From an optimization exercise on the open Yosys and OpenROAD flow, aimed at small area, a short achievable clock period and few clock cycles per item; shortcuts taken in it are not production practice.
At most, simulation tests tie the RTL to the original design; equivalence was not proved.
For runs 1 to 3, only the layout was checked, not whether the RTL still works.

--- flow/run.sh ---
#!/bin/bash
# synth_recipe.tcl (not shown) runs the flow's synth.tcl, then flattens the netlist and writes it again
# the make line also repeats each setting of config.mk as NAME=value (left out here)
make -C /OpenROAD-flow-scripts/flow DESIGN_CONFIG=/design/flow/config.mk WORK_HOME=/design/flow/orfs CLKGATE_MAP_FILE= SYNTH_SCRIPT=/design/flow/synth_recipe.tcl finish
--- flow/config.mk ---
export PLATFORM = sky130hd
export DESIGN_NAME = isr_core
export DESIGN_NICKNAME = isr_core
export VERILOG_FILES = /design/flow/design.v
export SDC_FILE = /design/flow/constraint.sdc
export NUM_CORES = 4
export LEC_CHECK = 0
export CAP_MARGIN = 20
export CORE_MARGIN = 2
export CORE_UTILIZATION = 40
export SETUP_SLACK_MARGIN = 0.8
export SLEW_MARGIN = 20
--- flow/constraint.sdc ---
create_clock -name core_clock -period 5.0 [get_ports {clk}]
set_input_delay 1.0000 -clock core_clock [delete_from_list [all_inputs] [get_ports {clk}]]
set_output_delay 1.0000 -clock core_clock [all_outputs]
set_load 0.01 [all_outputs]
--- flow/design.v ---
package isr_pkg;
    localparam int DATA_WID = 256;
    localparam int ROOT_WID = DATA_WID / 2;
    localparam int RES_WID  = ROOT_WID + 3;
endpackage
module isr_step #(
    parameter int ROOT_WID = isr_pkg::ROOT_WID,
    parameter int RES_WID  = isr_pkg::RES_WID
) (
    input  logic [RES_WID-1:0]  ys,
    input  logic [RES_WID-1:0]  yc,
    input  logic [1:0]          pin,      
    input  logic [ROOT_WID-1:0] q,
    input  logic [ROOT_WID-1:0] qm,
    input  logic [RES_WID-1:0]  mark,
    input  logic                hold,     
    input  logic                pos_in,   
    input  logic                neg_in,
    output logic [RES_WID-1:0]  ys_next,
    output logic [RES_WID-1:0]  yc_next,
    output logic [ROOT_WID-1:0] q_next,
    output logic [ROOT_WID-1:0] qm_next,
    output logic                pos_next,  
    output logic                neg_next
);
    localparam int T = RES_WID - 1;      
    function automatic logic [1:0] sel(input logic [4:0] s5, input logic [4:0] c5);
        logic [4:0] p;
        logic [4:0] g;
        logic       c4;
        p  = s5 ^ c5;
        g  = s5 & c5;
        c4 = g[3] | (p[3] & (g[2] | (p[2] & (g[1] | (p[1] & g[0])))));
        sel[1] = !(p[4] ^ c4);
        sel[0] = (p[4] ^ c4) && (p != 5'h1f);
    endfunction
    function automatic logic [1:0] sel_after(input logic [5:0] a6, input logic [5:0] b6,
                                             input logic [5:0] o6);
        logic [4:0] s5;
        logic [4:0] c5;
        s5 = a6[5:1] ^ b6[5:1] ^ o6[5:1];
        c5 = (a6[4:0] & b6[4:0]) | (a6[4:0] & o6[4:0]) | (b6[4:0] & o6[4:0]);
        sel_after = sel(s5, c5);
    endfunction
    logic [RES_WID-1:0]  u_a, u_b;
    logic                pos_a, neg_a, zer_a, pos_b, neg_b, zer_b;
    logic [1:0]          sb_pos, sb_neg, sb_zero, sn_pos, sn_neg, sn_zero;
    logic [RES_WID-1:0]  q2, qm2;
    logic [RES_WID-1:0]  a2_a, b2_a, fp_a, fn_a, op_a, ys_a, yc_a;
    logic [RES_WID-1:0]  a2_b, b2_b, fp_b, fn_b, op_b;
    logic [ROOT_WID-1:0] q_a, qm_a;
    logic                sel_q, sel_qm, v_qa, v_qma;
    always_comb begin
        u_a = mark >> 1;
        u_b = mark >> 2;
        q2  = {2'b00, q,  1'b0};
        qm2 = {2'b00, qm, 1'b0};
        pos_a = pos_in && !hold;
        neg_a = neg_in && !hold;
        zer_a = !hold && !pos_a && !neg_a;
        a2_a = {ys[T-1:0], pin[1]};
        b2_a = {yc[T-1:0], 1'b0};
        fp_a = q2 | u_a;
        fn_a = qm2 | mark | u_a;
        op_a = ({RES_WID{pos_a}} & ~fp_a) | ({RES_WID{neg_a}} & fn_a);
        ys_a = a2_a ^ b2_a ^ op_a;
        yc_a = {(a2_a[T-1:0] & b2_a[T-1:0]) | (a2_a[T-1:0] & op_a[T-1:0]) |
                (b2_a[T-1:0] & op_a[T-1:0]), pos_a};
        q_a  = (neg_a ? qm : q)  | ({ROOT_WID{pos_a || neg_a}} & u_a[ROOT_WID-1:0]);
        qm_a = (pos_a ? q  : qm) | ({ROOT_WID{zer_a}} & u_a[ROOT_WID-1:0]);
        sb_pos  = sel_after(a2_a[T -: 6], b2_a[T -: 6], ~fp_a[T -: 6]);
        sb_neg  = sel_after(a2_a[T -: 6], b2_a[T -: 6], fn_a[T -: 6]);
        sb_zero = sel_after(a2_a[T -: 6], b2_a[T -: 6], 6'd0);
        if (hold)       {pos_b, neg_b} = 2'b00;
        else if (pos_a) {pos_b, neg_b} = sb_pos;
        else if (neg_a) {pos_b, neg_b} = sb_neg;
        else            {pos_b, neg_b} = sb_zero;
        zer_b = !hold && !pos_b && !neg_b;
        a2_b = {ys_a[T-1:0], pin[0]};
        b2_b = {yc_a[T-1:0], 1'b0};
        fp_b = {2'b00, q_a,  1'b0} | u_b;
        fn_b = {2'b00, qm_a, 1'b0} | u_a | u_b;
        op_b = ({RES_WID{pos_b}} & ~fp_b) | ({RES_WID{neg_b}} & fn_b);
        ys_next = a2_b ^ b2_b ^ op_b;
        yc_next = {(a2_b[T-1:0] & b2_b[T-1:0]) | (a2_b[T-1:0] & op_b[T-1:0]) |
                   (b2_b[T-1:0] & op_b[T-1:0]), pos_b};
        sn_pos  = sel_after(a2_b[T -: 6], b2_b[T -: 6], ~fp_b[T -: 6]);
        sn_neg  = sel_after(a2_b[T -: 6], b2_b[T -: 6], fn_b[T -: 6]);
        sn_zero = sel_after(a2_b[T -: 6], b2_b[T -: 6], 6'd0);
        if (pos_b)      {pos_next, neg_next} = sn_pos;
        else if (neg_b) {pos_next, neg_next} = sn_neg;
        else            {pos_next, neg_next} = sn_zero;
        sel_q   = neg_b ? !pos_a : neg_a;
        sel_qm  = pos_b ? !neg_a : pos_a;
        v_qa    = neg_b ? zer_a : (pos_a || neg_a);
        v_qma   = pos_b ? (pos_a || neg_a) : zer_a;
        q_next  = (sel_q  ? qm : q) | ({ROOT_WID{v_qa}}  & u_a[ROOT_WID-1:0]) |
                  ({ROOT_WID{pos_b || neg_b}} & u_b[ROOT_WID-1:0]);
        qm_next = (sel_qm ? q : qm) | ({ROOT_WID{v_qma}} & u_a[ROOT_WID-1:0]) |
                  ({ROOT_WID{zer_b}} & u_b[ROOT_WID-1:0]);
    end
endmodule
module isr_assim #(
    parameter int WID = isr_pkg::RES_WID,
    parameter int BLK = 16
) (
    input  logic [WID-1:0] x,
    input  logic [WID-1:0] y,
    output logic [WID-1:0] blk_sum,
    output logic [WID-1:0] blk_cy,
    output logic [WID-1:0] prop
);
    localparam int NBLK = (WID + BLK - 1) / BLK;
    logic [NBLK:0] cin;      
    assign cin[0] = 1'b0;
    for (genvar b = 0; b < NBLK; b++) begin : g_blk
        localparam int LO = b * BLK;
        localparam int W  = (LO + BLK <= WID) ? BLK : WID - LO;
        logic [W:0] s;
        assign s = {1'b0, x[LO +: W]} + {1'b0, y[LO +: W]};
        assign blk_sum[LO +: W] = s[W-1:0];
        if (LO + W < WID) begin : g_cy
            assign blk_cy[LO + W] = s[W];
            assign blk_cy[LO + W - 1 -: W - 1] = '0;
            assign cin[b+1] = y[LO + W] | (cin[b] & (&x[LO +: W]));
        end else begin : g_top
            assign blk_cy[WID-1 -: W - 1] = '0;
            assign cin[b+1] = 1'b0;
        end
        assign prop[LO +: W] = x[LO +: W] + W'(cin[b]);
    end
    assign blk_cy[0] = 1'b0;
endmodule
module isr_core #(
    parameter  int DATA_WID = isr_pkg::DATA_WID,
    localparam int ROOT_WID = DATA_WID / 2,
    localparam int RES_WID  = ROOT_WID + 3
) (
    input  logic                clk,
    input  logic                rst,
    input  logic [DATA_WID-1:0] a,
    input  logic                clken,
    input  logic                calcen,
    output logic                busy,
    output logic                done,
    output logic [ROOT_WID-1:0] root,
    output logic [ROOT_WID:0]   rem
);
    localparam int BLK = 16;                             
    logic [RES_WID-1:0]  ys;
    logic [RES_WID-1:0]  yc;
    logic [ROOT_WID-1:0] pend;
    logic [ROOT_WID-1:0] qm;
    logic                dpos;       
    logic                dneg;
    logic                run;
    logic                add1;       
    logic                add2;       
    logic                fix;        
    logic                denorm;
    logic                skip;       
    logic                skip_half;
    logic [6:0]          cnt;
    logic                at0;        
    logic                at1;        
    logic [5:0]          nsh;
    logic                calcen_d;
    logic                done_seen;
    logic                armed;
    logic                idle;
    logic                start;
    logic                last;
    logic                neg_res;
    logic                finish;
    logic [RES_WID-1:0]  mark;
    logic [RES_WID-1:0]  blk_sum;
    logic [RES_WID-1:0]  blk_cy;
    logic [RES_WID-1:0]  prop;
    logic [RES_WID-1:0]  ys_b, yc_b, ys_other, ys_nx;
    logic [ROOT_WID-1:0] q_b, qm_b, root_other, root_nx;
    logic                pos_n, neg_n;
    assign rem = ys[ROOT_WID:0];
    always_comb begin
        for (int i = 0; i < RES_WID; i++) begin
            if (i == ROOT_WID)
                mark[i] = at0;
            else if (i == ROOT_WID - 2)
                mark[i] = at1;
            else if (i % 2 == 0 && i < ROOT_WID)
                mark[i] = (cnt == 7'((ROOT_WID - i) / 2));
            else
                mark[i] = 1'b0;
        end
    end
    isr_assim #(
        .WID (RES_WID),
        .BLK (BLK)
    ) u_assim (
        .x       (ys),
        .y       (yc),
        .blk_sum (blk_sum),
        .blk_cy  (blk_cy),
        .prop    (prop)
    );
    always_comb begin
        idle    = !busy && !done;
        start   = calcen && !calcen_d && armed && idle && !done_seen;
        last    = (cnt[5:0] == ~nsh);
        neg_res = prop[RES_WID-1];
    end
    isr_step #(
        .ROOT_WID (ROOT_WID),
        .RES_WID  (RES_WID)
    ) u_step (
        .ys       (ys),
        .yc       (yc),
        .pin      (pend[ROOT_WID-1 -: 2]),
        .q        (root),
        .qm       (qm),
        .mark     (mark),
        .hold     (skip || !run),
        .pos_in   (dpos),
        .neg_in   (dneg),
        .ys_next  (ys_b),
        .yc_next  (yc_b),
        .q_next   (q_b),
        .qm_next  (qm_b),
        .pos_next (pos_n),
        .neg_next (neg_n)
    );
    always_ff @(posedge clk) begin
        if (!busy) pend <= a[ROOT_WID-1:0];
        else       pend <= pend << 2;
    end
    always_ff @(posedge clk) begin
        qm <= qm_b;
        if (!busy) begin
            yc   <= '0;
            dpos <= 1'b1;
            dneg <= 1'b0;
        end else begin
            dpos <= pos_n;
            dneg <= neg_n;
            if (run)       yc <= yc_b;
            else if (add1) yc <= blk_cy;
            else           yc <= {qm, 1'b0} | mark;
        end
    end
    always_comb begin
        finish = 1'b0;
        if (add2)   finish = (fix || !neg_res) && nsh == 6'd0;
        if (denorm) finish = nsh == 6'd1;
    end
    always_comb begin
        ys_other   = ys;
        root_other = root;
        if (start) begin
            ys_other   = {{(RES_WID-ROOT_WID){1'b0}}, a[DATA_WID-1:ROOT_WID]};
            root_other = '0;
        end
        if (add1) ys_other = blk_sum;
        if (add2) ys_other = prop;
        if (add1 && fix) root_other = yc[ROOT_WID:1] & ~mark[ROOT_WID:1];
        if (denorm) begin
            ys_other   = ys >> 2;
            root_other = root >> 2;
        end
        ys_nx   = run ? ys_b : ys_other;
        root_nx = run ? q_b  : root_other;
    end
    always_ff @(posedge clk or posedge rst) begin
        if (rst) begin
            ys        <= '0;
            root      <= '0;
            run       <= 1'b0;
            add1      <= 1'b0;
            add2      <= 1'b0;
            fix       <= 1'b0;
            denorm    <= 1'b0;
            skip      <= 1'b0;
            skip_half <= 1'b0;
            cnt       <= '0;
            at0       <= 1'b0;
            at1       <= 1'b0;
            nsh       <= '0;
            calcen_d  <= 1'b0;
            done_seen <= 1'b0;
            armed     <= 1'b0;
            busy      <= 1'b0;
            done      <= 1'b0;
        end else begin
            ys       <= ys_nx;
            root     <= root_nx;
            calcen_d <= calcen;
            armed    <= 1'b1;
            done     <= 1'b0;
            if (done) done_seen <= 1'b1;
            if (!busy) begin
                skip      <= 1'b0;
                skip_half <= 1'b0;
                cnt       <= '0;
                at0       <= 1'b1;
                at1       <= 1'b0;
                nsh       <= '0;
                fix       <= 1'b0;
            end
            if (idle) begin
                if (clken) done_seen <= 1'b0;
                if (start) begin
                    busy <= 1'b1;
                    run  <= 1'b1;
                    skip <= a[DATA_WID-1 -: 4] == 4'd0;
                end
            end
            if (run) begin
                if (skip) begin
                    skip_half <= !skip_half;
                    if (skip_half) begin
                        nsh  <= nsh + 1'b1;
                        skip <= ys[ROOT_WID-3 -: 4] == 4'd0 && nsh != 6'h3e;
                    end
                end else begin
                    cnt  <= cnt + 1'b1;
                    at0  <= 1'b0;
                    at1  <= at0;
                    if (last) begin
                        run  <= 1'b0;
                        add1 <= 1'b1;
                    end
                end
            end
            if (add1) begin
                add1 <= 1'b0;
                add2 <= 1'b1;
            end
            if (add2) begin
                add2 <= 1'b0;
                if (!fix && neg_res) begin
                    fix  <= 1'b1;
                    add1 <= 1'b1;
                end else if (nsh != 6'd0) begin
                    denorm <= 1'b1;
                end
            end
            if (denorm) begin
                nsh  <= nsh - 1'b1;
                if (nsh == 6'd1) denorm <= 1'b0;
            end
            if (finish) begin
                busy <= 1'b0;
                done <= 1'b1;
            end
        end
    end
endmodule
==> metrics.yaml, run 1 <==
outcome:
  status: "finished clean"
setup_path:
  cpPeakStageDelay_ns: 0.46
  worstReg2RegStart: "at0"
  r2r_cells: 16
  cp_top_family: "compound AO/OA/AOI/OAI gates"
  cp_cell_sequence: "nor2_1, buf_4, fa_1, inv_2, ha_4, o21a_1, a21oi_4, mux2i_1, xor2_1, o31a_4, buf_6, o32ai_4, fa_1, a221o_1, a31oi_1, a21bo_2"
  worstPathArrival_ns: 4.98
  cpMaxStageDelayCell: "fa_1"
  crit_path_start_kind: "flip-flop"
  r2r_end: "ys[8]"
  required_ns: 5.58
  reg2reg_slack_ns: 0.60
  critical_path_class: "flip-flop to flip-flop"
  crit_path_end_kind: "flip-flop"
  worst-path-buf-inv: 3
  crit_fanout: 23
  crit_top_cell: "fa_1"
sta:
  tightestPinTransition_ns: 1.20
  hold_viol_final: 0
  setup_ws_ns: 0.602
  tns_ns: 0
  drv_slew: 0
  layout_worst_path_cycle_share_pct: 88.0
  setup_viol: 0
  final.min_clock_period_ns: 4.40
  skew_ns: 0.0359
  rsz0062_at_grt: "yes"
  clock.fmax_ghz: 0.227
  slew_headroom_pct: 20.1
die:
  io_pins: 519
  die_area_sq_mm: 0.137
  core_area_sq_mm: 0.133
  start_util_pct: 40.2
  die-width_microns: 369
  die_y_microns: 369
  fp-row-count: 134
finish:
  areaGrowthSynthToFinish_pct: 23.5
  drive_gt1_share_pct: 13.1
  nets: 7413
  fin_cells: 8527
  final_area_sq_mm: 0.0660
logic_synthesis:
  synthCells: 6362
  syn_avg_cell_area_sq_um: 8.40
  yosys.area.top_type: "dfxtp_1"
  synth_seq_cells: 675
  synth_edf_count: 0
  synth.distinct_cells: 88
  synth_top_area_share_pct: 14.6
  synth-main-ff-cell: "dfxtp_1"
  yosysWarningCount: 2
  ys_seq_area_share_pct: 28.0
  synth_area_leaders: "dfxtp_1 15%, dfrtp_1 13%, fa_1 10%"
  syn_nets: 7089
  async_reset_ff_share_pct: 42.4
  mappedNetlistArea_sq_mm: 0.0534
placement:
  place_hpwl_mm: 177
  gp_congestion: 0.974
  dpl_cell_area_sq_mm: 0.0606
  numPortBuffers: 518
  pre_cts_ws_ns: 0.220
  dp.cells: 8287
routing:
  dr_total_vias: 57731
  antenna_left: 0
  wl_per_cell_microns: 31.2
  first_pass_iters: 7
  wirelength_mm: 266
  via_per_inst: 6.77
  drt-initial-drc-count: 8481
  remaining_drc_errors: 0
min_path:
  worst_hold_path.num_cells: 1
  worstHoldEndpoint: "pend[68]"
  hold_start: "pend[66]"
  hold_path.class: "flip-flop to flip-flop"
global_routing:
  grtUsageTotal_pct: 37.4
  grt_start_max_net_pins: 163
  antenna_found_initial: 9
  grt-ovfl-total: 0
  grt_pass1_vias: 55168
  grt_pass1_wl_mm: 384
cts:
  clockRootBuffer: "clkbuf_16"
  cts_hold_buf: 0
  cts.sinks: 675
  path_clk_slew_ns: 0.06
  worstSkewPairLatency_ns: 0.70
  cts.path.max_buffers: 3
  cts_tree: "yes"
  cts_max_level: 3
  numCtsBuffers: 85
run:
  max_cap_viol_count: 0
## Yosys cell counts, types with 74 or more instances
cell,number
fa_1,280
xnor2_1,110
or3_1,75
nand3_1,122
dfrtp_1,286
a31oi_1,97
dfxtp_1,389
inv_1,119
o21ai_0,599
a22o_1,74
a221oi_1,112
buf_4,129
nor3_1,76
mux2i_1,95
clkbuf_1,403
o31ai_1,80
nor2_1,598
mux2_2,134
nand2_1,624
o22ai_1,193
ha_1,187
xor2_1,82
a21oi_1,457
a211oi_1,129
a221o_1,115
## per-stage QoR
stage               hold WS [ns]  util [%]
detailed placement         0.439      45.5
floorplan                  0.433         -
finish                     0.446      49.6
global route               0.460      49.6
global placement           0.434      45.5
CTS                        0.454      48.4
## worst max path at each step
stage	start	end	cells after the start
floorplan	ys[126]	ys[14]	16
global placement	at0	ys[62]	17
detailed placement	at0	ys[109]	18
CTS	at0	ys[62]	19
global route	at0	ys[62]	17
finish	at0	ys[8]	16
## sequential cells by signal, indices dropped and copies added (netlist names), 6 cells and up
register and count:
qm 128, nsh 6, cnt 7, root 128
yc 131, ys 131, pend 128
## kinds of logic (layout without fill, tap and decap cells)
kind of cell	Yosys count	after routing	synth area share, %
AO/OA/AOI/OAI	2342	2342	29.1
XOR/XNOR	192	192	3.15
adder cells (fa/ha/maj)	467	467	14.9
buffers and inverters	748	1141	6.25
flip-flops	675	675	28.0
multiplexers	231	231	4.66
other	1	5	0.00702
AND/OR/NAND/NOR	1706	1706	14.0
## cells in the final DEF, fill, tap and decap left out, types with 185 or more instances in the layout
master           synthesis  routed
nand2_1                624     611
nor2_1                 598     567
o21ai_0                599     554
clkdlybuf4s50_1          0     518
a21oi_1                457     447
dfxtp_1                389     386
fa_1                   280     275
dfrtp_1                286     274
buf_4                  129     263
ha_1                   187     185
## routing by layer
metal / up-vias / global-route usage (%) / wire length [microns]
met3: 915 / 11.8 / 35700
met2: 4302 / 54.9 / 113000
met4: 16 / 21.2 / 17700
met1: 28309 / 48.4 / 100000
met5: - / 0 / 115
li1: 24189 / - / -
## what timing repair did
item | in CTS | in global routing
resized for setup | 96 | 260
endpoints found under the setup margin | 271 | 150
pin swaps | 26 | 172
gates cloned | 6 | 7
setup buffers | 33 | 34
endpoints found under the hold margin | 0 | 0
## area by class of cell
cell class | count | area [sq um]
Fill cell | 12524 | 67000
Multi-Input combinational cell | 4939 | 36800
Sequential cell | 675 | 15000
Timing Repair Buffer | 861 | 8690
Clock buffer | 138 | 2620
Tap cell | 1768 | 2210
Inverter | 124 | 505
Clock inverter | 18 | 164
Antenna cell | 4 | 10.0
==> inputs of run 2 (changes only) <==
==> flow/flow/run.sh (new file) <==
#!/bin/bash
# The standard layout (the standard.sh, all steps), with one synthesis
# option changed: no full/half-adder extraction (ADDER_MAP_FILE empty), so
# ABC maps the carry-save adders and the digit-selection logic as plain
# gates and can optimise across them. Registers are untouched by that step.
set -euo pipefail
bash standard.sh ADDER_MAP_FILE= finish > standard_make.log 2>&1
==> flow/standard.sh (new file) <==
#!/bin/bash
# synth_recipe.tcl (not shown) runs the flow's synth.tcl, then flattens the netlist and writes it again
# the make line also repeats each setting of config.mk as NAME=value (left out here)
make -C /OpenROAD-flow-scripts/flow DESIGN_CONFIG=/design/flow/config.mk WORK_HOME=/design/flow/orfs CLKGATE_MAP_FILE= SYNTH_SCRIPT=/design/flow/synth_recipe.tcl "${@:-finish}"
removed: flow/run.sh
==> run 2 against run 1 <==
  * Via count up 4.4%
  * Count of clock-buffer cells in the layout down 8
  * Worst setup slack better by 0.26 ns
  * Wire length down 1.0%
  * Highest routed layer unchanged
  * Cell count up 7.6%
  * Critical endpoint is now qm[60]
==> metrics.yaml, run 2 <==
global_routing:
  grt_pass1_wl_mm: 384
  grt-ovfl-total: 0
  grt_pass1_vias: 56473
  grtUsageTotal_pct: 35.8
  antenna_found_initial: 13
  grt_start_max_net_pins: 147
cts:
  path_clk_slew_ns: 0.06
  cts_hold_buf: 0
  cts_max_level: 3
  numCtsBuffers: 87
  cts.sinks: 675
  cts_tree: "yes"
  worstSkewPairLatency_ns: 0.75
  cts.path.max_buffers: 3
  clockRootBuffer: "clkbuf_16"
logic_synthesis:
  ys_seq_area_share_pct: 27.1
  mappedNetlistArea_sq_mm: 0.0551
  synth-main-ff-cell: "dfxtp_1"
  synth_edf_count: 0
  synth_top_area_share_pct: 14.1
  synthCells: 7269
  synth_common_cells: "877 x nor2_1, 813 x nand2_1, 612 x o21ai_0"
  async_reset_ff_share_pct: 42.4
  synth_area_leaders: "dfxtp_1 14%, dfrtp_1 13%, xnor2_1 8.5%"
  syn_nets: 7529
  synth_seq_cells: 675
  yosysWarningCount: 2
  synth_most_common_cell: "nor2_1"
  syn_avg_cell_area_sq_um: 7.58
  synth.distinct_cells: 106
  yosys.area.top_type: "dfxtp_1"
finish:
  fill_cells: 13579
  final_common_cell: "nor2_1"
  areaGrowthSynthToFinish_pct: 17.0
  nets: 7568
  most-common-layout-cells: "865 x nor2_1, 806 x nand2_1, 608 x o21ai_0"
  top_regs: "yc x131, ys x131"
  post-route-util_pct: 47.0
  drive_gt1_share_pct: 9.58
setup_path:
  crit_path_end_kind: "flip-flop"
  worstPathArrival_ns: 4.77
  crit_fanout: 64
  required_ns: 5.64
  crit_path_start_kind: "flip-flop"
  critical_path_class: "flip-flop to flip-flop"
sta:
  skew_ns: 0.0395
  final.min_clock_period_ns: 4.14
  layout_worst_path_cycle_share_pct: 82.7
  rsz0062_at_grt: "yes"
  drv_slew: 0
  slew_headroom_pct: 15.1
  whs_ns: 0.449
  tightestPinTransition_ns: 1.27
  clock.fmax_ghz: 0.242
  setup_ws_ns: 0.864
  hold_viol_final: 0
  tns_ns: 0
  setup_viol: 0
routing:
  first_pass_iters: 10
  via_per_inst: 6.57
  antenna_left: 0
  remaining_drc_errors: 0
  dr_total_vias: 60271
  drt-initial-drc-count: 8170
  wl_per_cell_microns: 28.7
  wirelength_mm: 263
placement:
  place_hpwl_mm: 178
  pre_cts_ws_ns: 0.517
  numPortBuffers: 518
  gp_congestion: 0.988
die:
  fp-row-count: 136
  start_util_pct: 40.2
  die_area_sq_mm: 0.141
  io_pins: 519
  die_y_microns: 375
  die-width_microns: 375
  core_area_sq_mm: 0.137
run:
  max_cap_viol_count: 0
min_path:
  hold_path.class: "flip-flop to flip-flop"
outcome:
  status: "finished clean"
-- run 2: changes by cell type after synthesis, moves of 55 or more --
cell      change
ha_1        -187
a221oi_1     +57
mux2i_1      -55
maj3_1      +249
nor2_1      +279
xor2_1       +94
xnor2_1     +423
nand2_1     +189
clkbuf_1    +136
or3_1        -61
inv_1        -62
a211oi_1     +98
fa_1        -280
o22ai_1      +59
-- run 2: metal layers --
layer / GRT usage (%) / up-vias / wire (microns)
met2: 53.8 / 3996 / 113000
met3: 11.0 / 824 / 32600
met4: 20.6 / 14 / 17200
li1: - / 26454 / -
met1: 45.1 / 28983 / 101000
met5: 0 / - / 92
-- run 2: kinds of logic (layout without fill, tap and decap cells) --
group	Yosys count	after routing	synth area share, %
simple gates	2147	2147	16.5
compound gates	2433	2434	29.7
mux	180	180	3.59
xor+xnor	715	715	11.5
fa+ha+maj	256	256	4.66
buf+inv	862	972	6.98
other cells	1	6	0.00680
flops	675	675	27.1
-- run 2: cell type report --
class | count | area (sq um) | area share, %
diodes | 5 | 12.5 | 0.0194
clock buffers | 130 | 2490 | 3.86
multi-input cells | 5733 | 36800 | 57.1
flip-flops and latches | 675 | 15000 | 23.3
clock inverters | 31 | 317 | 0.491
repair buffers | 752 | 7360 | 11.4
well taps | 1794 | 2240 | 3.48
inverters | 59 | 235 | 0.365
-- run 2: worst paths after layout --
| kind | slack (ns) | cells past startpoint | start | end |
|---|---|---|---|---|
| max | 0.86 | 13 | ys[126] | qm[60] |
| min | 0.45 | 1 | pend[119] | pend[121] |
| max reg2reg | 0.86 | 13 | ys[126] | qm[60] |
| min reg2reg | 0.45 | 1 | pend[119] | pend[121] |
| min in group asynchronous | 0.85 | 2 | rst | root[87] |
| max in group asynchronous | 3.11 | 3 | rst | ys[97] |
-- run 2: worst max-delay path, stage by stage, from the launching register on --
cell and delay [ns]:
dfrtp_4 0.57, xnor2_4 0.19, buf_12 0.15, xor2_4 0.19, o21ai_1 0.14, a21boi_1 0.09
o32a_1 0.30, a21oi_2 0.26, nor3_1 0.08, o31ai_1 0.52, a21oi_1 0.20, or3_2 0.44
buf_4 0.50, o22ai_1 0.35
-- run 2: repair_timing --
| action | in CTS | in global routing |
|---|---|---|
| pin swaps | 4 | 5 |
| setup endpoints to repair | 271 | 432 |
| buffers inserted | 8 | 14 |
| cloned | 1 | 0 |
| resized for setup | 10 | 69 |
| hold endpoints to repair | 0 | 0 |
-- run 2: per-stage QoR --
| stage | area, sq um | instances |
|---|---|---|
| floorplan | 55100 | 7269 |
| global placement | 61100 | 8990 |
| detailed placement | 61100 | 8990 |
| CTS | 64100 | 9160 |
| global route | 64500 | 9175 |
| finish | 64500 | 9179 |
==> inputs of run 3 (changes only) <==
--- a/flow/config.mk
+++ b/flow/config.mk
@@ -9,4 +9,4 @@
 export CORE_MARGIN = 2
 export CORE_UTILIZATION = 40
-export SETUP_SLACK_MARGIN = 0.8
+export SETUP_SLACK_MARGIN = 1.5
 export SLEW_MARGIN = 20
==> run 3 against run 2 <==
  * Global-route usage grew 1.5 points
  * Design area grew 18%
  * Count of clock-buffer cells in the layout grew 1
  * Worst setup slack gained 0.15 ns
  * Maximum frequency grew 3.9%
  * Die area is the same
  * Critical path type unchanged
  * Critical endpoint is now ys[63]
  * Highest routed layer unchanged
==> metrics.yaml, run 3 <==
routing:
  dr_total_vias: 65575
  wl_per_cell_microns: 31.4
  drt-initial-drc-count: 10764
  remaining_drc_errors: 0
  wirelength_mm: 302
  via_per_inst: 6.83
  antenna_left: 0
  first_pass_iters: 9
die:
  die-width_microns: 375
  core_area_sq_mm: 0.137
  start_util_pct: 40.2
  io_pins: 519
  fp-row-count: 136
  die_y_microns: 375
  die_area_sq_mm: 0.141
finish:
  areaGrowthSynthToFinish_pct: 38.4
  final_common_cell: "nand2_1"
  fill_cells: 12170
  multi_input_area_sq_mm: 0.0425
  drive_gt1_share_pct: 24.4
  seqCellArea_sq_mm: 0.0151
  top_regs: "yc x131, ys x131"
  nets: 7980
  post-route-util_pct: 55.6
  most-common-layout-cells: "796 x nand2_1, 715 x nor2_1, 518 x clkdlybuf4s50_1"
sta:
  clock.fmax_ghz: 0.251
  tightestPinTransition_ns: 1.35
  final.min_clock_period_ns: 3.98
  rsz0062_at_grt: "yes"
  hold_viol_final: 0
  tns_ns: 0
  skew_ns: 0.0328
  slew_headroom_pct: 9.68
  setup_viol: 0
  drv_slew: 0
  layout_worst_path_cycle_share_pct: 79.7
global_routing:
  grt_start_max_net_pins: 125
  antenna_found_initial: 21
  grt-ovfl-total: 0
  grtUsageTotal_pct: 37.3
  grt_pass1_vias: 58850
  grt_pass1_wl_mm: 399
setup_path:
  required_ns: 5.67
  worstReg2RegStart: "cnt[2]"
  crit_fanout: 17
  worstPathArrival_ns: 4.65
  crit_path_end_kind: "flip-flop"
  r2r_end: "ys[63]"
  reg2reg_slack_ns: 1.02
  r2r_cells: 11
  critical_path_class: "flip-flop to flip-flop"
  crit_path_start_kind: "flip-flop"
placement:
  gp_congestion: 0.953
  numPortBuffers: 518
  place_hpwl_mm: 176
run:
  max_cap_viol_count: 0
cts:
  clockRootBuffer: "clkbuf_16"
  cts_max_level: 3
  cts_tree: "yes"
  numCtsBuffers: 89
  cts.sinks: 675
  worstSkewPairLatency_ns: 0.76
  cts.path.max_buffers: 3
  path_clk_slew_ns: 0.06
logic_synthesis:
  synth-adder-area-share_pct: 4.66
  yosys-mux-area-fraction_pct: 3.59
  yosysWarningCount: 2
  mappedNetlistArea_sq_mm: 0.0551
  synth_common_cells: "877 x nor2_1, 813 x nand2_1, 612 x o21ai_0"
  syn_nets: 7529
  synthCells: 7269
  synth-main-ff-cell: "dfxtp_1"
  syn_avg_cell_area_sq_um: 7.58
  synth_simple_gate_area_share_pct: 16.5
  synth_top_area_share_pct: 14.1
  synth-compound-area-share_pct: 29.7
  synth_seq_cells: 675
  synth_top_family_by_area: "compound AO/OA/AOI/OAI gates"
  synth.distinct_cells: 106
  synth_area_leaders: "dfxtp_1 14%, dfrtp_1 13%, xnor2_1 8.5%"
  synth_edf_count: 0
  async_reset_ff_share_pct: 42.4
  yosys.area.top_type: "dfxtp_1"
  synth-xor-area-share_pct: 11.5
  synth_most_common_cell: "nor2_1"
  ys_seq_area_share_pct: 27.1
outcome:
  status: "finished clean"
min_path:
  worst_hold_path.num_cells: 1
  worstHoldEndpoint: "pend[94]"
  hold_start: "pend[92]"
  hold_path.class: "flip-flop to flip-flop"
## run 3: cell types whose count changed in the layout (fill, tap and decap cells not counted), moves of 79 or more
cell      previous run  this run
buf_4              199       382
nor2_1             865       715
o21ai_0            608       475
o21ai_1             19       134
a221oi_1           166        73
nor2_4               5        93
a221oi_2             4        86
maj3_1             249       169
maj3_2               7        86
## run 3: per-layer routing
layer | track usage, % | wire [microns]
met1 | 46.3 | 106000
met2 | 54.8 | 122000
met3 | 13.2 | 47200
met4 | 23.5 | 26200
met5 | 0 | 239
## run 3: final cells by class
| class | instances | share of cell area [%] |
|---|---|---|
| Tap cell | 1794 | 2.94 |
| Inverter | 59 | 0.315 |
| Clock inverter | 35 | 0.692 |
| Multi-Input combinational cell | 5736 | 55.7 |
| Antenna cell | 13 | 0.0426 |
| Clock buffer | 131 | 3.49 |
| Timing Repair Buffer | 1159 | 17.0 |
| Sequential cell | 675 | 19.8 |
## run 3: metrics by stage
step                      cell area [sq um]  hold slack (ns)  setup WS, ns  std cells
after floorplan                       55200            0.433         0.209       7269
after global placement                61100            0.435         0.394       8986
after detailed placement              61100            0.439         0.451       8986
after CTS                             69700            0.454          1.30       9351
after global routing                  76300            0.463         0.992       9590
final                                 76300            0.449          1.02       9602
## run 3: worst max-delay path, cell delays in order, from the launching register on
cell and delay (ns):
dfrtp_2 0.43, buf_4 0.21, nor2_1 0.29, nand2_1 0.65, nor2_1 0.96, o31ai_1 0.21, maj3_1 0.43, xor2_1 0.19
xnor2_1 0.14, nand2_1 0.07, o221ai_1 0.14, a31oi_1 0.17
## run 3: logic make-up (layout without fill, tap and decap cells)
logic type | after synthesis | in the layout
xor+xnor | 715 | 715
compound gates | 2433 | 2435
mux | 180 | 180
flops | 675 | 675
fa+ha+maj | 256 | 256
buf+inv | 862 | 1384
simple gates | 2147 | 2149
other cells | 1 | 14
## run 3: how the worst max path moves through the flow
| stage | from | to | slack (ns) | cells after the start |
|---|---|---|---|---|
| after floorplan | rst | add1 | 0.21 | 1 |
| after global placement | ys[85] | denorm | 0.39 | 12 |
| after detailed placement | ys[85] | busy | 0.45 | 12 |
| after CTS | ys[126] | yc[32] | 1.30 | 15 |
| after global routing | cnt[2] | ys[63] | 0.99 | 12 |
| final | cnt[2] | ys[63] | 1.02 | 11 |
## run 3: repair_timing
action                                  CTS  global route
buffers inserted                        181           162
pin swaps                               236           395
cloned                                   18            75
gates resized for setup                 651           849
hold buffers                              0             0
endpoints found under the setup margin  523           520
==> inputs of run 4 (changes only) <==
--- a/flow/design.v
+++ b/flow/design.v
@@ -72,8 +72,6 @@
         sb_neg  = sel_after(a2_a[T -: 6], b2_a[T -: 6], fn_a[T -: 6]);
         sb_zero = sel_after(a2_a[T -: 6], b2_a[T -: 6], 6'd0);
-        if (hold)       {pos_b, neg_b} = 2'b00;
-        else if (pos_a) {pos_b, neg_b} = sb_pos;
-        else if (neg_a) {pos_b, neg_b} = sb_neg;
-        else            {pos_b, neg_b} = sb_zero;
+        pos_b = (pos_a & sb_pos[1]) | (neg_a & sb_neg[1]) | (zer_a & sb_zero[1]);
+        neg_b = (pos_a & sb_pos[0]) | (neg_a & sb_neg[0]) | (zer_a & sb_zero[0]);
         zer_b = !hold && !pos_b && !neg_b;
         a2_b = {ys_a[T-1:0], pin[0]};
@@ -117,19 +115,74 @@
         localparam int LO = b * BLK;
         localparam int W  = (LO + BLK <= WID) ? BLK : WID - LO;
-        logic [W:0] s;
-        assign s = {1'b0, x[LO +: W]} + {1'b0, y[LO +: W]};
-        assign blk_sum[LO +: W] = s[W-1:0];
+        logic         co;
+        logic [W-1:0] lower_ones;    
+        isr_bkadd #(
+            .WID (W)
+        ) u_add (
+            .x    (x[LO +: W]),
+            .y    (y[LO +: W]),
+            .s    (blk_sum[LO +: W]),
+            .cout (co)
+        );
         if (LO + W < WID) begin : g_cy
-            assign blk_cy[LO + W] = s[W];
-            assign blk_cy[LO + W - 1 -: W - 1] = '0;
+            assign blk_cy[LO + W] = co;
+            if (W > 1) begin : g_z
+                assign blk_cy[LO + W - 1 -: W - 1] = '0;
+            end
             assign cin[b+1] = y[LO + W] | (cin[b] & (&x[LO +: W]));
         end else begin : g_top
-            assign blk_cy[WID-1 -: W - 1] = '0;
+            if (W > 1) begin : g_z
+                assign blk_cy[WID-1 -: W - 1] = '0;
+            end
             assign cin[b+1] = 1'b0;
         end
-        assign prop[LO +: W] = x[LO +: W] + W'(cin[b]);
+        assign lower_ones[0] = 1'b1;
+        for (genvar i = 1; i < W; i++) begin : g_ones
+            assign lower_ones[i] = &x[LO +: i];
+        end
+        assign prop[LO +: W] = x[LO +: W] ^ ({W{cin[b]}} & lower_ones);
     end
     assign blk_cy[0] = 1'b0;
 endmodule
+module isr_bkadd #(
+    parameter int WID = 16
+) (
+    input  logic [WID-1:0] x,
+    input  logic [WID-1:0] y,
+    output logic [WID-1:0] s,
+    output logic           cout
+);
+    localparam int LV = (WID < 2) ? 1 : $clog2(WID);
+    localparam int N  = 1 << LV;
+    localparam int NS = 2 * LV;          
+    logic [N-1:0] g0;
+    logic [N-1:0] p0;
+    assign g0 = N'(x & y);
+    assign p0 = N'(x ^ y);
+    for (genvar st = 1; st < NS; st++) begin : g_stage
+        localparam int L  = (st <= LV) ? st - 1 : 2 * LV - 1 - st;
+        localparam bit UP = (st <= LV);
+        logic [N-1:0] gi, pi, go, po;
+        if (st == 1) begin : g_first
+            assign gi = g0;
+            assign pi = p0;
+        end else begin : g_next
+            assign gi = g_stage[st-1].go;
+            assign pi = g_stage[st-1].po;
+        end
+        for (genvar i = 0; i < N; i++) begin : g_bit
+            if (( UP && (i + 1) % (2 << L) == 0) ||
+                (!UP && (i + 1) % (2 << L) == (1 << L) && i >= (2 << L))) begin : g_op
+                assign go[i] = gi[i] | (pi[i] & gi[i-(1<<L)]);
+                assign po[i] = pi[i] & pi[i-(1<<L)];
+            end else begin : g_pass
+                assign go[i] = gi[i];
+                assign po[i] = pi[i];
+            end
+        end
+    end
+    assign s    = x ^ y ^ {g_stage[NS-1].go[WID-2:0], 1'b0};
+    assign cout = g_stage[NS-1].go[WID-1];
+endmodule
 module isr_core #(
     parameter  int DATA_WID = isr_pkg::DATA_WID,
@@ -162,4 +215,6 @@
     logic                skip_half;
     logic [6:0]          cnt;
+    logic [7:0]          cnt_lo;     
+    logic [15:0]         cnt_hi;     
     logic                at0;        
     logic                at1;        
@@ -188,5 +243,5 @@
                 mark[i] = at1;
             else if (i % 2 == 0 && i < ROOT_WID)
-                mark[i] = (cnt == 7'((ROOT_WID - i) / 2));
+                mark[i] = cnt_lo[((ROOT_WID - i) / 2) % 8] && cnt_hi[((ROOT_WID - i) / 2) / 8];
             else
                 mark[i] = 1'b0;
@@ -281,4 +336,6 @@
             skip_half <= 1'b0;
             cnt       <= '0;
+            cnt_lo    <= '0;
+            cnt_hi    <= '0;
             at0       <= 1'b0;
             at1       <= 1'b0;
@@ -300,4 +357,6 @@
                 skip_half <= 1'b0;
                 cnt       <= '0;
+                cnt_lo    <= 8'd1;
+                cnt_hi    <= 16'd1;
                 at0       <= 1'b1;
                 at1       <= 1'b0;
@@ -321,5 +380,7 @@
                     end
                 end else begin
-                    cnt  <= cnt + 1'b1;
+                    cnt    <= cnt + 1'b1;
+                    cnt_lo <= {cnt_lo[6:0], cnt_lo[7]};
+                    if (cnt_lo[7]) cnt_hi <= {cnt_hi[14:0], cnt_hi[15]};
                     at0  <= 1'b0;
                     at1  <= at0;
==> flow/flow/run.sh (replaced) <==
#!/bin/bash
# The standard layout (the standard.sh, all steps) with two options
# changed: no full/half-adder extraction in synthesis (ADDER_MAP_FILE empty),
# so ABC maps adders as plain gates, and the port buffers that placement
# inserts on every input and output are the small buf_1 (the resizer still
# sizes them as timing needs). Registers are untouched by either.
set -euo pipefail
bash standard.sh ADDER_MAP_FILE= "BUFFER_PORTS_ARGS=-buffer_cell sky130_fd_sc_hd__buf_1" finish > standard_make.log 2>&1
--- a/flow/config.mk
+++ b/flow/config.mk
@@ -8,5 +8,5 @@
 export CAP_MARGIN = 20
 export CORE_MARGIN = 2
-export CORE_UTILIZATION = 40
-export SETUP_SLACK_MARGIN = 1.5
+export CORE_UTILIZATION = 55
+export SETUP_SLACK_MARGIN = 0.8
 export SLEW_MARGIN = 20
==> run 4 against run 3 <==
  * Hold slack worse by 0.095 ns
  * Critical endpoint is now ys[32]
  * Wire length down 15%
  * Still clean on timing, DRC and antenna
  * Highest routed layer unchanged
  * Critical path depth down 3
  * Count of clock-buffer cells in the layout down 13
  * Critical path type unchanged
  * Synthesized cell count up 0.96%
==> metrics.yaml, run 4 <==
logic_synthesis:
  mappedNetlistArea_sq_mm: 0.0541
  syn_avg_cell_area_sq_um: 7.37
  yosysWarningCount: 2
  synth_common_cells: "1046 x nand2_1, 949 x nor2_1, 572 x o21ai_0"
  synth_top_area_share_pct: 14.4
  yosys-mux-area-fraction_pct: 3.55
  synth.distinct_cells: 98
  synth_seq_cells: 698
  synthCells: 7339
  synth-adder-area-share_pct: 4.21
  synth_top_family_by_area: "compound AO/OA/AOI/OAI gates"
  yosys.area.top_type: "dfxtp_1"
  synth_area_leaders: "dfxtp_1 14%, dfrtp_1 14%, xnor2_1 8.0%"
  synth_edf_count: 0
  synth-xor-area-share_pct: 10.9
  async_reset_ff_share_pct: 44.3
  synth-main-ff-cell: "dfxtp_1"
  synth_simple_gate_area_share_pct: 19.2
  syn_nets: 7599
  synth_most_common_cell: "nand2_1"
  synth-compound-area-share_pct: 28.0
  ys_seq_area_share_pct: 28.7
die:
  io_pins: 519
  start_util_pct: 55.2
  core_area_sq_mm: 0.0980
  fp-row-count: 115
  die_area_sq_mm: 0.101
  die_y_microns: 318
  die-width_microns: 318
sta:
  whs_ns: 0.354
  layout_worst_path_cycle_share_pct: 86.4
  tightestPinTransition_ns: 1.32
  setup_viol: 0
  slew_headroom_pct: 11.6
  drv_slew: 0
  rsz0062_at_grt: "yes"
  skew_ns: 0.0248
  hold_viol_final: 0
  clock.fmax_ghz: 0.232
  final.min_clock_period_ns: 4.32
setup_path:
  cp_top_family: "buffers and inverters"
  crit_top_cell: "buf_4"
  cpPeakStageDelay_ns: 0.85
  cp_cell_sequence: "buf_12, inv_2, buf_4, nand2_4, buf_4, o22a_1, a31o_2, a32o_1"
  required_ns: 5.58
  crit_path_start_kind: "flip-flop"
  worst-path-buf-inv: 4
  crit_path_end_kind: "flip-flop"
  crit_fanout: 138
  cpMaxStageDelayCell: "buf_4"
  critical_path_class: "flip-flop to flip-flop"
  worstPathArrival_ns: 4.90
finish:
  most-common-layout-cells: "1040 x nand2_1, 934 x nor2_1, 571 x o21ai_0"
  post-route-util_pct: 61.9
  fin_cells: 8844
  top_regs: "yc x131, ys x131"
  nets: 7740
  drive_gt1_share_pct: 8.84
  areaGrowthSynthToFinish_pct: 12.2
  final_common_cell: "nand2_1"
routing:
  first_pass_iters: 10
  antenna_left: 0
  remaining_drc_errors: 0
  wirelength_mm: 255
  drt-initial-drc-count: 10153
  wl_per_cell_microns: 28.9
  via_per_inst: 6.97
  dr_total_vias: 61684
run:
  max_cap_viol_count: 0
cts:
  numCtsBuffers: 84
  clockRootBuffer: "clkbuf_16"
  cts_hold_buf: 0
  cts_max_level: 3
  cts.path.max_buffers: 3
  path_clk_slew_ns: 0.07
  cts.sinks: 698
  cts_tree: "yes"
  worstSkewPairLatency_ns: 0.68
placement:
  gp_congestion: 1.01
  numPortBuffers: 518
  place_hpwl_mm: 172
  dp.cells: 8659
global_routing:
  grt_pass1_wl_mm: 372
  antenna_found_initial: 26
  grt-ovfl-total: 0
  grt_pass1_vias: 55766
  grtUsageTotal_pct: 48.2
  grt_start_max_net_pins: 142
min_path:
  hold_path.class: "primary input to async pin"
outcome:
  status: "finished clean"
-- run 4: cell types whose count changed in the layout (fill, tap and decap cells not counted), sizes merged, moves of 73 or more --
cell           previous run  this run
a211oi                  227       121
a221oi                  170        69
a31oi                   110       195
buf                     594       720
clkdlybuf4s50           518         0
nand2                   814      1047
o22ai                   252       325
-- run 4: layout make-up --
cell class              count  area, sq um
fillers                  9106        37300
inverters                  94          357
diodes                      9         22.5
flip-flops and latches    698        15600
repair buffers            722         3960
clock buffers             118         2450
well taps                1287         1610
multi-input cells        5880        36300
clock inverters            36          455
-- run 4: final timing paths --
check	endpoint	start	slack [ns]	cells past startpoint
max in group asynchronous	ys[1]	rst	3.33	3
max reg2reg	ys[32]	run	0.68	8
max	ys[32]	run	0.68	8
min in group core_clock	pend[44]	pend[42]	0.45	1
min	ys[37]	rst	0.35	2
min reg2reg	pend[44]	pend[42]	0.45	1
-- run 4: kinds of logic (layout without fill, tap and decap cells) --
family	Yosys count	in the layout
simple gates	2485	2485
compound gates	2323	2323
buf+inv	761	970
flops	698	698
xor+xnor	671	671
fa+ha+maj	227	227
mux	173	173
other cells	1	10
-- run 4: timing repair --
item	4_1_cts	5_1_grt
setup endpoints to repair	89	272
resized for setup	9	75
cloned	0	1
pin swaps	1	18
setup buffers	0	20
-- run 4: metrics by stage --
stage	worst slack [ns]	setup TNS, ns	cell area, sq um
floorplan	-0.113	-34.90	54100
detailed placement	0.656	0	57200
global placement	0.794	0	57200
CTS	0.774	0	60100
finish	0.680	0	60700
global route	0.698	0	60700
-- run 4: worst register-to-register path: cells and delay by family, from the launching register on --
family	cells	cell delay [ns]
buffers and inverters	4	2.16
AO/OA/AOI/OAI	3	0.74
AND/OR/NAND/NOR	1	0.71
flip-flops	1	0.63
-- run 4: layer usage --
metal / share of wire, % / track usage (%) / up-vias
met5: 0.11 / 0.331 / -
met4: 6.7 / 28.5 / 40
met3: 16 / 20.2 / 1035
met2: 39 / 65.0 / 5055
met1: 38 / 63.7 / 28897
li1: - / - / 26657
Testbench counts of run 4, summed over its fixed seeds: cycles 17,998, items 256.
==> inputs of run 5 (changes only) <==
--- a/flow/config.mk
+++ b/flow/config.mk
@@ -8,5 +8,6 @@
 export CAP_MARGIN = 20
 export CORE_MARGIN = 2
-export CORE_UTILIZATION = 55
+export CORE_UTILIZATION = 40
+export CTS_BUF_LIST = sky130_fd_sc_hd__clkbuf_4 sky130_fd_sc_hd__clkbuf_8
 export SETUP_SLACK_MARGIN = 0.8
 export SLEW_MARGIN = 20
==> run 5 against run 4 <==
  * Synthesized cell count stayed put
  * Wire length is 0.51% lower
  * Largest cell class unchanged
  * Clock skew is 0.019 ns higher
  * Sequential share of layout area is 0.37 points lower
  * Worst setup slack better by 0.16 ns
  * Maximum frequency is 3.9% higher
  * Utilization is 16 points lower
  * Area after synthesis stayed put
==> metrics.yaml, run 5 <==
global_routing:
  grt_use_met2_pct: 52.2
  grtUsageTotal_pct: 35.1
  antenna_found_initial: 17
  use_met3_pct: 11.3
  grt_use_met1_pct: 43.8
  grt_pass1_wl_mm: 369
  grt_busiest_layer: "met2"
  grt_pass1_vias: 56249
  grt_start_max_net_pins: 157
  grt-ovfl-total: 0
cts:
  path_clk_slew_ns: 0.06
  worstSkewPairLatency_ns: 0.94
  cts_hold_buf: 0
  numCtsBuffers: 141
  cts_tree: "yes"
  cts_max_level: 4
  cts.path.max_buffers: 3
  clockRootBuffer: "clkbuf_8"
  cts.sinks: 698
placement:
  pre_cts_ws_ns: 0.419
  numPortBuffers: 518
  place_hpwl_mm: 170
  dp.cells: 9144
  gp_congestion: 0.950
logic_synthesis:
  synth_edf_count: 0
  mappedNetlistArea_sq_mm: 0.0541
  yosys.area.top_type: "dfxtp_1"
  syn_nets: 7599
  synth-main-ff-cell: "dfxtp_1"
  synth_common_cells: "1046 x nand2_1, 949 x nor2_1, 572 x o21ai_0"
  synth_most_common_cell: "nand2_1"
  synth_seq_cells: 698
  async_reset_ff_share_pct: 44.3
  synthCells: 7339
  synth_area_leaders: "dfxtp_1 14%, dfrtp_1 14%, xnor2_1 8.0%"
  synth.distinct_cells: 98
  syn_avg_cell_area_sq_um: 7.37
  synth_top_area_share_pct: 14.4
  yosysWarningCount: 2
  ys_seq_area_share_pct: 28.7
setup_path:
  worstReg2RegStart: "ys[28]"
  path_depth: 16
  worstPathArrival_ns: 4.96
  r2r_cells: 16
  crit_path_start_kind: "flip-flop"
  cpMaxStageDelayCell: "dfrtp_1"
  startpoint: "ys[28]"
  cpPeakStageDelay_ns: 0.48
  worst-path-buf-inv: 3
  required_ns: 5.80
  cp_top_family: "compound AO/OA/AOI/OAI gates"
  critical_path_class: "flip-flop to flip-flop"
  crit_path_end_kind: "flip-flop"
  crit_fanout: 8
  crit_top_cell: "buf_4"
  cp_cell_sequence: "and4_1, and4_1, a41oi_4, nor4_4, buf_4, o211ai_1, a211oi_2, buf_4, a21oi_4, o21ai_4, a32o_2, buf_4, and3_1, a21oi_1, o22ai_1, a311oi_1"
sta:
  skew_ns: 0.0443
  final.min_clock_period_ns: 4.16
  setup_viol: 0
  tightestPinTransition_ns: 1.14
  drv_slew: 0
  layout_worst_path_cycle_share_pct: 83.1
  rsz0062_at_grt: "yes"
  setup_ws_ns: 0.844
  hold_viol_final: 0
  clock.fmax_ghz: 0.241
  slew_headroom_pct: 24.0
finish:
  areaGrowthSynthToFinish_pct: 13.8
  fin_cells: 9439
  most-common-layout-cells: "1040 x nand2_1, 937 x nor2_1, 569 x o21ai_0"
  final_common_cell: "nand2_1"
  drive_gt1_share_pct: 10.3
  top_regs: "yc x131, ys x131"
  nets: 7805
die:
  core_area_sq_mm: 0.134
  fp-row-count: 134
  die-width_microns: 372
  io_pins: 519
  die_y_microns: 372
  start_util_pct: 40.4
  die_area_sq_mm: 0.138
routing:
  wl_per_cell_microns: 26.9
  remaining_drc_errors: 0
  via_per_inst: 6.40
  dr_total_vias: 60440
  drt-initial-drc-count: 8344
  antenna_left: 0
  wirelength_mm: 254
  first_pass_iters: 9
min_path:
  hold_path.class: "primary input to flip-flop"
  hold_start: "calcen"
  worst_hold_path.num_cells: 1
outcome:
  status: "finished clean"
run:
  max_cap_viol_count: 0
[run 5: cell counts after synthesis]
Identical to the previous run, type by type.
[run 5: layout make-up]
| type | instances | area (sq um) |
|---|---|---|
| antenna | 8 | 20.0 |
| sequential | 698 | 15500 |
| fill | 13530 | 72300 |
| multi-input combinational | 5880 | 36300 |
| timing repair buffer | 730 | 3970 |
| clock inverter | 38 | 394 |
| tap | 1768 | 2210 |
| clock buffer | 223 | 2760 |
| inverter | 94 | 357 |
[run 5: layer usage]
layer | share of wire [%] | routed length (microns) | vias up
li1 | - | - | 26791
met1 | 38 | 96100 | 28527
met2 | 42 | 108000 | 4212
met3 | 13 | 33000 | 894
met4 | 6.7 | 17100 | 16
met5 | 0.063 | 160 | -
[run 5: cells by family after synthesis]
logic type	synth area share [%]
and+or+nand+nor	19.2
AOI/OAI and AO/OA	28.0
buffers and inverters	5.41
DFF	28.7
xor gates and xnor gates	10.9
adders and majority gates	4.21
muxes	3.55
other	0.00693
[run 5: worst paths after layout]
kind,end,slack (ns)
max in group asynchronous,ys[96],3.58
max,ys[124],0.84
min reg2reg,pend[113],0.45
min in group asynchronous,root[48],0.27
min,calcen_d,0.25
max reg2reg,ys[124],0.84
[run 5: what timing repair did]
action / 4_1_cts / 5_1_grt
cloned: 0 / 3
pin swaps: 8 / 13
setup buffers: 15 / 7
resized for setup: 10 / 64
endpoints found under the setup margin: 201 / 279
[run 5: metrics by stage]
stage / instance area (sq um) / util, % / TNS (ns) / hold slack, ns
final: 61500 / 46.0 / 0 / 0.255
after global routing: 61500 / 46.0 / 0 / 0.233
after CTS: 61100 / 45.6 / 0 / 0.207
after detailed placement: 57700 / 43.1 / 0 / 0.440
after global placement: 57700 / 43.1 / 0 / 0.436
after floorplan: 54100 / - / -34.90 / 0.433
==> inputs of run 6 (changes only) <==
--- a/flow/config.mk
+++ b/flow/config.mk
@@ -9,5 +9,4 @@
 export CORE_MARGIN = 2
 export CORE_UTILIZATION = 40
-export CTS_BUF_LIST = sky130_fd_sc_hd__clkbuf_4 sky130_fd_sc_hd__clkbuf_8
-export SETUP_SLACK_MARGIN = 0.8
+export SETUP_SLACK_MARGIN = 0.5
 export SLEW_MARGIN = 20
==> run 6 against run 5 <==
  * Highest routed layer unchanged
  * Area after synthesis unchanged
  * Sequential cell count unchanged
  * Design area down 0.72%
  * Still clean
==> metrics.yaml, run 6 <==
outcome:
  status: "finished clean"
routing:
  drt-initial-drc-count: 8301
  via_per_inst: 6.41
  antenna_left: 0
  first_pass_iters: 7
  wirelength_mm: 251
  remaining_drc_errors: 0
  wl_per_cell_microns: 26.9
  dr_total_vias: 59794
min_path:
  hold_path.class: "primary input to flip-flop"
  worstHoldEndpoint: "calcen_d"
  worst_hold_path.num_cells: 1
  hold_start: "calcen"
finish:
  seqCellArea_sq_mm: 0.0155
  nets: 7742
  top_regs: "yc x131, ys x131"
  fill_cells: 13503
  multi_input_area_sq_mm: 0.0360
  drive_gt1_share_pct: 8.13
  final_common_cell: "nand2_1"
  areaGrowthSynthToFinish_pct: 12.9
  most-common-layout-cells: "1040 x nand2_1, 938 x nor2_1, 572 x o21ai_0"
  post-route-util_pct: 45.7
placement:
  numPortBuffers: 518
  place_hpwl_mm: 170
  gp_congestion: 0.950
  pre_cts_ws_ns: 0.419
setup_path:
  r2r_cells: 16
  cpPeakStageDelay_ns: 0.56
  cpMaxStageDelayCell: "o211ai_1"
  crit_path_end_kind: "flip-flop"
  worstReg2RegStart: "ys[28]"
  critical_path_class: "flip-flop to flip-flop"
  reg2reg_slack_ns: 0.53
  required_ns: 5.62
  crit_fanout: 8
  crit_path_start_kind: "flip-flop"
  cp_cell_sequence: "and4_1, and4_1, a41oi_4, nor4_4, buf_4, o211ai_1, a211oi_2, buf_4, a21oi_2, o21ai_4, a32oi_1, nor4_1, buf_4, nand2_1, nand3_1, a22o_1"
  r2r_end: "ys[122]"
  crit_top_cell: "buf_4"
  worstPathArrival_ns: 5.09
logic_synthesis:
  synth_area_leaders: "dfxtp_1 14%, dfrtp_1 14%, xnor2_1 8.0%"
  synthCells: 7339
  async_reset_ff_share_pct: 44.3
  mappedNetlistArea_sq_mm: 0.0541
  ys_seq_area_share_pct: 28.7
  yosysWarningCount: 2
  syn_avg_cell_area_sq_um: 7.37
  synth_common_cells: "1046 x nand2_1, 949 x nor2_1, 572 x o21ai_0"
  syn_nets: 7599
  synth_top_area_share_pct: 14.4
  synth-main-ff-cell: "dfxtp_1"
  synth_seq_cells: 698
  synth_most_common_cell: "nand2_1"
  synth_edf_count: 0
  yosys.area.top_type: "dfxtp_1"
  synth.distinct_cells: 98
sta:
  hold_viol_final: 0
  setup_viol: 0
  rsz0062_at_grt: "yes"
  clock.fmax_ghz: 0.224
  tightestPinTransition_ns: 1.22
  final.min_clock_period_ns: 4.47
  layout_worst_path_cycle_share_pct: 89.4
  slew_headroom_pct: 18.8
  whs_ns: 0.422
  setup_ws_ns: 0.529
  skew_ns: 0.0444
  drv_slew: 0
cts:
  cts_max_level: 3
  cts.sinks: 698
  worstSkewPairLatency_ns: 0.76
  numCtsBuffers: 89
  cts.path.max_buffers: 3
  clockRootBuffer: "clkbuf_16"
  cts_tree: "yes"
  path_clk_slew_ns: 0.06
die:
  fp-row-count: 134
  core_area_sq_mm: 0.134
  io_pins: 519
  die-width_microns: 372
  start_util_pct: 40.4
  die_area_sq_mm: 0.138
  die_y_microns: 372
global_routing:
  grt-ovfl-total: 0
  grtUsageTotal_pct: 34.9
  grt_start_max_net_pins: 157
  grt_pass1_wl_mm: 367
  antenna_found_initial: 13
  grt_pass1_vias: 55560
run:
  max_cap_viol_count: 0
## run 6: cell counts after synthesis
No cell type changed its count.
## run 6: cell type report
class,count,area share (%)
sequential,698,25.4
clock buffer,135,4.43
clock inverter,30,0.752
multi-input combinational,5880,58.9
antenna,6,0.0246
inverter,94,0.584
tap,1768,3.62
timing repair buffer,719,6.29
## run 6: worst max-delay path: cells and delay by family, from the launching register on
kind                   cells  cell delay [ns]
AO/OA/AOI/OAI              7             2.38
buffers and inverters      3             0.55
AND/OR/NAND/NOR            6             0.92
flip-flops                 1             0.49
## run 6: layer usage
metal | vias to the layer above | GRT usage [%] | wire, microns | share of wire [%]
met5 | - | 0 | 43 | 0.017
met4 | 8 | 20.6 | 16200 | 6.4
met3 | 795 | 11.0 | 32000 | 13
met2 | 4006 | 52.2 | 107000 | 43
met1 | 28346 | 43.8 | 95900 | 38
li1 | 26639 | - | - | -
## run 6: logic make-up (layout without fill, tap and decap cells)
family,Yosys count,count (layout),share of synthesized area [%]
flops,698,698,28.7
compound gates,2323,2323,28.0
other cells,1,7,0.00693
fa+ha+maj,227,227,4.21
mux,173,173,3.55
simple gates,2485,2485,19.2
xor+xnor,671,671,10.9
buf+inv,761,978,5.41
## run 6: worst max-delay path by stage
stage                          end  startpoint  cells after the start
after floorplan               add1         rst                      1
after global placement      denorm      ys[17]                     14
after detailed placement      done      ys[17]                     14
after CTS                 root[11]     yc[126]                     15
after global routing         ys[1]     yc[126]                     14
final                      ys[122]      ys[28]                     16
## run 6: stage by stage
stage                     TNS, ns  instance area, sq um  cells
after global placement          0                 57700   9144
after floorplan            -34.90                 54100   7339
after global routing            0                 61100   9326
final                           0                 61100   9330
after CTS                       0                 60900   9310
after detailed placement        0                 57700   9144
## run 6: what timing repair did
| action | 4_1_cts | 5_1_grt |
|---|---|---|
| hold buffers | 0 | 0 |
| setup buffers | 1 | 13 |
| gates cloned | 0 | 0 |
| pin swaps | 2 | 5 |
| gates resized for setup | 0 | 11 |
| endpoints found under the setup margin | 11 | 191 |
==> inputs of run 7 (changes only) <==
--- a/flow/config.mk
+++ b/flow/config.mk
@@ -9,4 +9,4 @@
 export CORE_MARGIN = 2
 export CORE_UTILIZATION = 40
-export SETUP_SLACK_MARGIN = 0.5
+export SETUP_SLACK_MARGIN = 1.1
 export SLEW_MARGIN = 20
==> run 7 against run 6 <==
  * Still clean on timing, DRC and antenna
  * Sequential share of layout area down 0.77 points
  * Wire length up 2.3%
  * Die area unchanged
  * Via count up 1.2%
==> metrics.yaml, run 7 <==
logic_synthesis:
  synth_seq_cells: 698
  synth_edf_count: 0
  synth_most_common_cell: "nand2_1"
  synth.distinct_cells: 98
  syn_avg_cell_area_sq_um: 7.37
  async_reset_ff_share_pct: 44.3
  yosys.area.top_type: "dfxtp_1"
  synthCells: 7339
  mappedNetlistArea_sq_mm: 0.0541
  synth_top_family_by_area: "compound AO/OA/AOI/OAI gates"
  yosysWarningCount: 2
  synth-main-ff-cell: "dfxtp_1"
  synth-adder-area-share_pct: 4.21
  yosys-mux-area-fraction_pct: 3.55
  synth_simple_gate_area_share_pct: 19.2
  synth-compound-area-share_pct: 28.0
  synth_area_leaders: "dfxtp_1 14%, dfrtp_1 14%, xnor2_1 8.0%"
  synth_top_area_share_pct: 14.4
  ys_seq_area_share_pct: 28.7
  synth_common_cells: "1046 x nand2_1, 949 x nor2_1, 572 x o21ai_0"
  syn_nets: 7599
  synth-xor-area-share_pct: 10.9
placement:
  gp_congestion: 0.950
  place_hpwl_mm: 170
  numPortBuffers: 518
  dpl_cell_area_sq_mm: 0.0577
setup_path:
  required_ns: 5.66
  crit_path_end_kind: "flip-flop"
  critical_path_class: "flip-flop to flip-flop"
  worstPathArrival_ns: 4.69
cts:
  cts_max_level: 3
  cts.sinks: 698
  clockRootBuffer: "clkbuf_16"
  cts_hold_buf: 0
  cts.path.max_buffers: 3
  worstSkewPairLatency_ns: 0.76
  numCtsBuffers: 89
die:
  start_util_pct: 40.4
  core_area_sq_mm: 0.134
  die-width_microns: 372
  fp-row-count: 134
  io_pins: 519
global_routing:
  grt_pass1_wl_mm: 372
  antenna_found_initial: 14
  grt-ovfl-total: 0
  grtUsageTotal_pct: 35.3
  grt_pass1_vias: 56205
sta:
  drv_slew: 0
  tns_ns: 0
  final.min_clock_period_ns: 4.03
  setup_viol: 0
  rsz0062_at_grt: "yes"
  skew_ns: 0.0487
routing:
  wl_per_cell_microns: 27.2
  antenna_left: 0
  wirelength_mm: 257
  drt-initial-drc-count: 8348
  remaining_drc_errors: 0
  dr_total_vias: 60526
finish:
  most-common-layout-cells: "1038 x nand2_1, 929 x nor2_1, 561 x o21ai_0"
  nets: 7838
  drive_gt1_share_pct: 11.6
  final_area_sq_mm: 0.0632
outcome:
  status: "finished clean"
run 7: cell counts after synthesis:
Identical to the previous run, type by type.
run 7: cell type report:
cell class / count / area [sq um]
diodes: 4 / 10.0
inverters: 94 / 357
flip-flops and latches: 698 / 15600
multi-input cells: 5881 / 37000
repair buffers: 814 / 4860
fillers: 13338 / 70600
well taps: 1768 / 2210
clock buffers: 135 / 2710
clock inverters: 30 / 459
run 7: path summary, 6_finish.rpt:
check	depth (start not counted)	startpoint	to	slack (ns)
max	17	ys[19]	busy	0.97
min	1	calcen	calcen_d	0.42
max reg2reg	17	ys[19]	busy	0.97
min reg2reg	2	cnt_hi[11]	cnt_hi[12]	0.44
max in group asynchronous	4	rst	ys[108]	3.41
min in group asynchronous	3	rst	ys[48]	0.48
run 7: layer usage:
layer | routed length, microns | up-vias | track usage, %
met5 | 92 | - | 0
met4 | 18000 | 12 | 21.5
met3 | 33200 | 897 | 11.1
met2 | 109000 | 4135 | 52.7
met1 | 96700 | 28663 | 44.3
li1 | - | 26819 | -
run 7: cells by family (layout without fill, tap and decap cells):
kind of cell	Yosys count	in the layout
other cells	1	5
compound gates	2323	2323
fa+ha+maj	227	227
flops	698	698
simple gates	2485	2486
xor+xnor	671	671
buf+inv	761	1073
mux	173	173
run 7: stage by stage:
step	hold WS (ns)	worst slack [ns]	utilization, %	std cells
6_report	0.423	0.970	47.2	9424
5_1_grt	0.407	0.867	47.2	9421
4_1_cts	0.396	0.979	46.2	9358
3_5_place_dp	0.440	0.419	43.1	9144
3_3_place_gp	0.436	0.466	43.1	9144
2_1_floorplan	0.433	-0.113	-	7339
run 7: worst max-delay path, stage by stage (launching register included):
cell and delay [ns]:
dfrtp_1 0.35, nand4_1 0.17, buf_4 0.19, nor4_4 0.11, buf_4 0.19, a41oi_4 0.15, nor4_4 0.37, buf_6 0.18
o211ai_1 0.24, a211oi_2 0.30, buf_4 0.17, a21oi_4 0.10, o21ai_4 0.31, a32o_2 0.30, a21oi_1 0.10, or3_4 0.38
a21oi_4 0.19, o31a_1 0.16
run 7: timing repair:
item	CTS	global route
gates cloned	3	3
pin swaps	35	82
endpoints found under the setup margin	356	333
hold endpoints to repair	0	0
gates resized for setup	76	197
setup buffers	46	58

-- afterwards: timing with drivers on the ports --
Ports are ideal in the flow. The routed layouts listed here were re-timed in OpenROAD.
Step 1 assumes that a clkbuf_16 drives the clock port and a buf_2 every other input.
Step 2 also shifts input and output timing later by t, the mid clock arrival at the registers, as if the neighbouring blocks saw the same clock.
Three values: ideal, step 1, step 2; two values: the first two.
run | t, ns | slack for setup (ns) | hold WS [ns] | worst setup path after step 2 | cell pins on the clock port's net
run 1 | 0.768 | 0.602 / 0.602 / 0.602 | 0.446 / 0.446 / 0.446 | register to register | 1
run 2 | 0.807 | 0.864 / 0.864 / 0.864 | 0.449 / 0.449 / 0.449 | register to register | 1
run 3 | 0.827 | 1.017 / 1.017 / 0.769 | 0.449 / 0.449 / 0.449 | input to register | 1
run 4 | 0.749 | 0.680 / 0.680 / 0.680 | 0.354 / 0.294 / 0.447 | register to register | 1
run 5 | 0.986 | 0.844 / 0.844 / 0.844 | 0.255 / 0.200 / 0.447 | register to register | 1
run 6 | 0.817 | 0.529 / 0.529 / 0.529 | 0.422 / 0.366 / 0.441 | register to register | 1
run 7 | 0.817 | 0.970 / 0.970 / 0.890 | 0.423 / 0.366 / 0.440 | input to register | 1
After both steps setup and hold are still met in every run listed. For run 3, which loses most, drivers alone change the setup slack by 0.000 ns; drivers and shift together by -0.248 ns.
